What follows belongs to an exercise in optimizing a design on an open flow for small area and a short achievable clock period; a production flow would make more cautious choices. RTL that was checked went through simulation tests only; none was proved equivalent to the original. Power is estimated from default activity; no workload was simulated.

job 321:
## wedge_fitter
module wedge_fitter (
	input logic clock,
	input logic reset,
	input logic clear_status,
	input logic [22:0] data_in,  
	input logic ds,
	output logic hold,
	input logic out_re,
	output logic [22:0] data_out,  
	output logic out_valid,
	output logic out_empty,
	input logic nocut,
	input logic [12:0] chi2cut_value,
	output logic [4:0] wedge_status  
);
Size in the first run: ~2,500 cells after synthesis, about 1,200 flip-flops, ~73 I/O pins, roughly 44,000 um2 of cells after synthesis.
Settings: LEC_CHECK=0, CAP_MARGIN=5, CORE_MARGIN=2, CORE_UTILIZATION=70, CTS_BUF_LIST=sky130_fd_sc_hd__clkbuf_16, CTS_CLUSTER_DIAMETER=60, CTS_CLUSTER_SIZE=30, SETUP_SLACK_MARGIN=3.9, SLEW_MARGIN=5; clock period 6.5 ns.
run.sh (not shown) runs the stock make flow with config.mk's settings and CLKGATE_MAP_FILE= SYNTH_SCRIPT=/design/flow/synth_recipe.tcl, a recipe that flattens the netlist after the stock synthesis.
Job 321 completed every stage of the flow, and the final layout passed the timing, design-rule and antenna checks.
diff inputs: job 321 => job 1061
- CORE_UTILIZATION now 82, was 70
- SETUP_SLACK_MARGIN now 4.2, was 3.9
==> run summary <==
Job 1061 did not run to completion, as it errored out during global routing. Xor and xnor area share after synthesis delta (job 1061 -> job 321): insignificant. Reported for job 321 and job 1061, hold buffer count at CTS turned out identical to the last digit. Taking job 321 as the reference, in job 1061 number of flops mapped to enable cells by yosys ~0 delta, row count -7. Measured against each other, job 321 and job 1061 differ in starting density of the core, the higher figure coming from job 1061.
Modified inputs, job 3487 compared to job 1061
- a change of SETUP_SLACK_MARGIN from 4.2 to 4.5
- a change of CORE_UTILIZATION from 82 to 70
### Flow results
Job 3487: PASS, flow complete, no timing, DRC or antenna violations
Comparing job 3487 and job 1061, the higher initial core utilization is on job 1061.
Compared with job 1061, cell count after placement in job 3487 increased by a few percent.
Compared with job 1061, job 3487 shows placement row count higher by 7.
Comparing job 1061 against job 3487, there is no change at all in synthesized area.
Compare job 3487 and job 1061 | count of buffers added by post-CTS timing repair for setup higher: job 3487
The higher die width of job 3487 and job 1061 is in job 3487.
Compared with job 1061, number of gates given a new drive strength after cts in job 3487 increased by more than half.
Job 1061 -> job 3487: net count of the mapped netlist delta 0, exact match
NOTE detailed-placement wirelength estimate job 1061->job 3487 decreased by a few percent
Note that the number of CTS-inserted buffers recorded for job 3487 amounts to 1.09 times the value seen in job 1061.
Comparing job 3487 and job 1061, the lower placed cell area is on job 1061.

========
## job 2950
wedge_fitter, a different RTL version from the one above (not shown whole).
For scale: roughly 2,700 cells after synthesis, ~1,200 flip-flops, about 73 I/O pins, roughly 46,000 um^2 of cells after synthesis.
Settings: LEC_CHECK=0, CAP_MARGIN=20, CORE_MARGIN=2, CORE_UTILIZATION=70, CTS_BUF_LIST=sky130_fd_sc_hd__clkbuf_8, SLEW_MARGIN=20; clock period 6.5 ns.
## Diff of input files: job 808 against job 2950
- SETUP_SLACK_MARGIN now 3.5, previously not set
Findings:
Relative to job 2950, growth of design area from synthesis to finish has increased by 0.24 points in job 808.
Diff job 2950..job 808 | share of the synthesized area in compound gates (AO/OA/AOI/OAI) | unchanged
Looking only at portion of the clock cycle consumed by the worst path in the final layout, and setting everything else aside, the higher value of job 2950 and job 808 goes to job 2950.
Compared with job 2950, job 808 shows violation count after the first detailed-route iteration that has gone up slightly.
Setup slack: job 808 more than job 2950
Routed wire in job 808 totals more than in job 2950.
| placed standard-cell area | job 808 vs job 2950 | ≈ equal |
Routed via count: job 808 vs job 2950 — no meaningful difference
No run of this note included a check of the RTL's function; only the layout flow was run.

========
## job 101
Another version of the RTL of wedge_fitter (not shown whole).
For scale: about 2500 cells after synthesis, roughly 1200 flip-flops, roughly 44000 um^2 of cells after synthesis.
Settings: LEC_CHECK=0, ABC_CLOCK_PERIOD_IN_PS=2500, CAP_MARGIN=0, CORE_MARGIN=2, CORE_UTILIZATION=65, CTS_BUF_LIST=sky130_fd_sc_hd__clkbuf_16, CTS_CLUSTER_DIAMETER=60, CTS_CLUSTER_SIZE=30, SETUP_SLACK_MARGIN=4.05, SLEW_MARGIN=0; clock period 6.5 ns.
The flow did not stop early for job 101: all stages ran, and the layout cleared the timing, design-rule and antenna checks.
--- input diff job 101..job 102 ---
Settings: ABC_CLOCK_PERIOD_IN_PS now 1500, was 2500.
--- outcome ---
Compared with job 101, in job 102 worst-case clock buffer depth saw little to no change, count of input and output buffers essentially unchanged, post-route cell area ~0 delta. Reported for job 101 and job 102, signed area change from the synthesized netlist to the final layout turned out identical to the last digit. As far as detailed-routed wire length on met2 goes, job 102 and job 101 are indistinguishable; the numbers are identical. Job 101 and job 102 ended up with nearly the same clock tree cell share of total cell area. As far as simple-gate share of the synthesized area goes, job 101 and job 102 are indistinguishable; the numbers are identical. Final worst setup slack: job 102 vs job 101 identical. On clock network power share, job 101 and job 102 are neck and neck.
Here is what was changed in the inputs of job 103 compared with job 102.
Settings: clearing ABC_CLOCK_PERIOD_IN_PS, which used to be 1500; swapping 4.05 for 4.2 in SETUP_SLACK_MARGIN; swapping 65 for 70 in CORE_UTILIZATION; swapping 0 for 5 in SLEW_MARGIN; swapping 0 for 5 in CAP_MARGIN.
## What came out
- Compared with job 102, job 103 shows a proportion of cell area occupied by registers that is 0.59 points lower.
- [compare] base=job 102 new=job 103: cell area after layout has increased, share of final-layout standard cells stronger than drive strength 1 picked up an extra 1.5 points, length of routed met3 wiring climbed 280 um, number of antenna diodes moved down.
- Job 103 went all the way through the flow, and no timing, DRC or antenna check failed.

========
== job 6234 ==
wedge_fitter again, from the RTL that the note above started with.
Settings: LEC_CHECK=0, CAP_MARGIN=5, CORE_MARGIN=2, CORE_UTILIZATION=70, CTS_BUF_LIST=sky130_fd_sc_hd__clkbuf_16, CTS_CLUSTER_DIAMETER=60, CTS_CLUSTER_SIZE=30, PLACE_DENSITY=0.75, SETUP_SLACK_MARGIN=4.05, SLEW_MARGIN=5; clock period 6.5 ns.
Job 6234 has completed all stages; timing, DRC and antenna checks passed.
### job 6234 -> job 3453
Settings: a deleted PLACE_DENSITY that had been 0.75; a change of CORE_UTILIZATION from 70 to 60; a change of SLEW_MARGIN from 5 to 0; a change of CAP_MARGIN from 5 to 0.
### Flow results
Job 3453: no failed stages, no open violations at the end. Looking at final critical-path required period across both flows, job 3453 is the stronger of the two, with job 6234 trailing. Job 3453 does worse than job 6234 on post-layout instance area. Compared with job 6234, job 3453 shows a core outline area that is 10000 µm² higher. Number of levels in the clock H-tree: higher on job 3453. Looking at sequential share of layout area across job 3453 and job 6234, the one that comes out higher is job 6234. The lower final critical-path setup slack came out of job 6234. Smallest hold slack: job 3453 worse than job 6234.
Modified inputs, job 7276 compared to job 3453
Settings: SETUP_SLACK_MARGIN now 4.15, was 4.05; CORE_UTILIZATION now 65, was 60.
Job 7276 gives less number of detailed-routing iterations run before antenna repair than job 3453 did.
Job 7276 reports a higher final standard cell utilization of the core than job 3453 does.
Job 7276 against job 3453: final-layout clock-cell area share moved down; sequential share of layout area decreased 0.47 points; clock buffer count now sits lower; total non-filler cell area in the finished layout climbed about 0.7%.
In job 7276 relative to job 3453, global-route wire length before repair had gone up slightly.
Min slew at the pin with the worst max-slew slack across job 3453 and job 7276: job 7276
In job 7276 the number of fill cells in the layout turned out 880 lower than in job 3453.
What job 5291 does differently from job 7276 at the input level:
Settings: CAP_MARGIN now 5, was 0; CORE_UTILIZATION now 70, was 65; SLEW_MARGIN now 5, was 0; SETUP_SLACK_MARGIN now 4.05, was 4.15.
Peak fanout along the critical path: job 5291 vs job 7276 up 1. The run with more routed wire is job 7276, not job 5291. Going from job 7276 to job 5291, worst setup slack has increased; via count has decreased; non-clock buffer count has decreased. Power went down by a few percent going from job 7276 to job 5291. The die width of job 5291 falls short of that of job 7276 by 3.6%. Taking job 7276 as the reference, in job 5291 count of inverters other than clock inverters in the layout has decreased, fmax rose by about 3%. The final reports for job 5291 and job 7276 show total internal power lower in the former.
### job 5291 -> job 1301
Settings: SLEW_MARGIN changed from 5 to 0; CAP_MARGIN changed from 5 to 0; CORE_UTILIZATION changed from 70 to 65.
==> comparison <==
Sequential share of layout area was lower in job 1301 than in job 5291. Register share of total power: job 1301 < job 5291. Utilization: job 1301 vs job 5291 down 4.5 points. For the clock period minus worst slack, job 1301 came in 0.019 ns lower than job 5291 did. Changes observed in job 1301 relative to job 5291: portion of the layout cell area used by clock cells rose 0.27 points, setup slack rose 0.019 ns, overall power of the completed layout rose 1.8%, post-route clock period utilization fell 0.30 points, routed wire length rose 2.5 mm. The area growth from synthesis to layout of job 1301 exceeds that of job 5291 by 1.0 points. Combinational power on job 1301 is up relative to job 5291.

========
run 1:
Starting RTL as in the previous note.
clock: 6.5 ns
lec_check: 0
cap_margin: 5
core_margin: 2
core_utilization: 70
cts_buf_list: sky130_fd_sc_hd__clkbuf_8 sky130_fd_sc_hd__clkbuf_16
cts_cluster_diameter: 60
cts_cluster_size: 30
setup_slack_margin: 4.05
slew_margin: 5
Inputs modified between run 1 and run 2:
Settings: CORE_UTILIZATION: 70 -> 76; CTS_BUF_LIST: sky130_fd_sc_hd__clkbuf_8 sky130_fd_sc_hd__clkbuf_16 -> sky130_fd_sc_hd__clkbuf_16.
Run 1 went all the way through the flow, and no timing, DRC or antenna check failed.
Per the final summary, run 2 finished and its layout is clean on timing, DRC and antenna.
Measured against each other, run 1 and run 2 differ in number of cells on the worst reg-to-reg path, the lower figure coming from run 2.
Summary of run 2 over run 1: global placement routability congestion higher; via count higher.
Sequential share of layout area, run 1 and run 2, lower one = run 1.
Initial antenna violation count, run 1 and run 2: larger value in run 1
The following lists how run 3 was set up differently from run 2:
Settings: CORE_UTILIZATION: 76 -> 70; TNS_END_PERCENT: unset -> 20.
==> run summary <==
Looking at cell count, run 3 sits 2.5% above run 2. NOTE: cell area after layout in run 3 exceeds that of run 2. flop to output port as the critical setup path kind was reported by run 3, and flop to flop by run 2. Relative to run 2, the count of inserted tapcells measured on run 3 has increased by more than 10%.

[static timing again, ports no longer ideal]
Ports are ideal in the flow. The routed layouts listed here were re-timed in OpenROAD.
Step 1 sets driving cells, clkbuf_16 on the clock port and buf_2 on the other inputs (assumed; they add their load-dependent delay and slew).
Step 2 moves the port delays by t, midway between the first and last clock arrival at a register: inputs arrive t later, outputs are due t later. That takes back most of the time a late clock gives input paths.
Slacks: ideal ports / drivers / drivers and shift; pairs: ideal ports / drivers.
run	shift t [ns]	slack for setup (ns)	cell pins on the clock port's net
job 321	0.718	3.902 / 3.867 / 3.225	1
job 3487	0.754	3.955 / 3.883 / 3.404	1
job 2950	0.883	3.064 / 3.006 / 2.823	1
job 808	0.881	3.561 / 3.561 / 2.919	1
job 101	0.702	4.031 / 3.964 / 3.452	1
job 102	0.702	4.031 / 3.964 / 3.452	1
job 103	0.735	3.994 / 3.930 / 3.342	1
job 6234	0.726	4.018 / 3.952 / 3.324	1
job 3453	0.698	4.029 / 3.964 / 3.392	1
job 7276	0.706	3.941 / 3.875 / 3.443	1
job 5291	0.724	4.012 / 3.943 / 3.389	1
job 1301	0.702	4.031 / 3.964 / 3.452	1
run 1	0.724	4.012 / 3.943 / 3.389	1
run 2	0.729	3.980 / 3.966 / 3.347	1
run 3	0.720	3.972 / 3.904 / 3.316	1
After both steps setup and hold are still met in every run listed. For job 6234, which loses most, drivers alone change the setup slack by -0.066 ns; drivers and shift together by -0.694 ns.
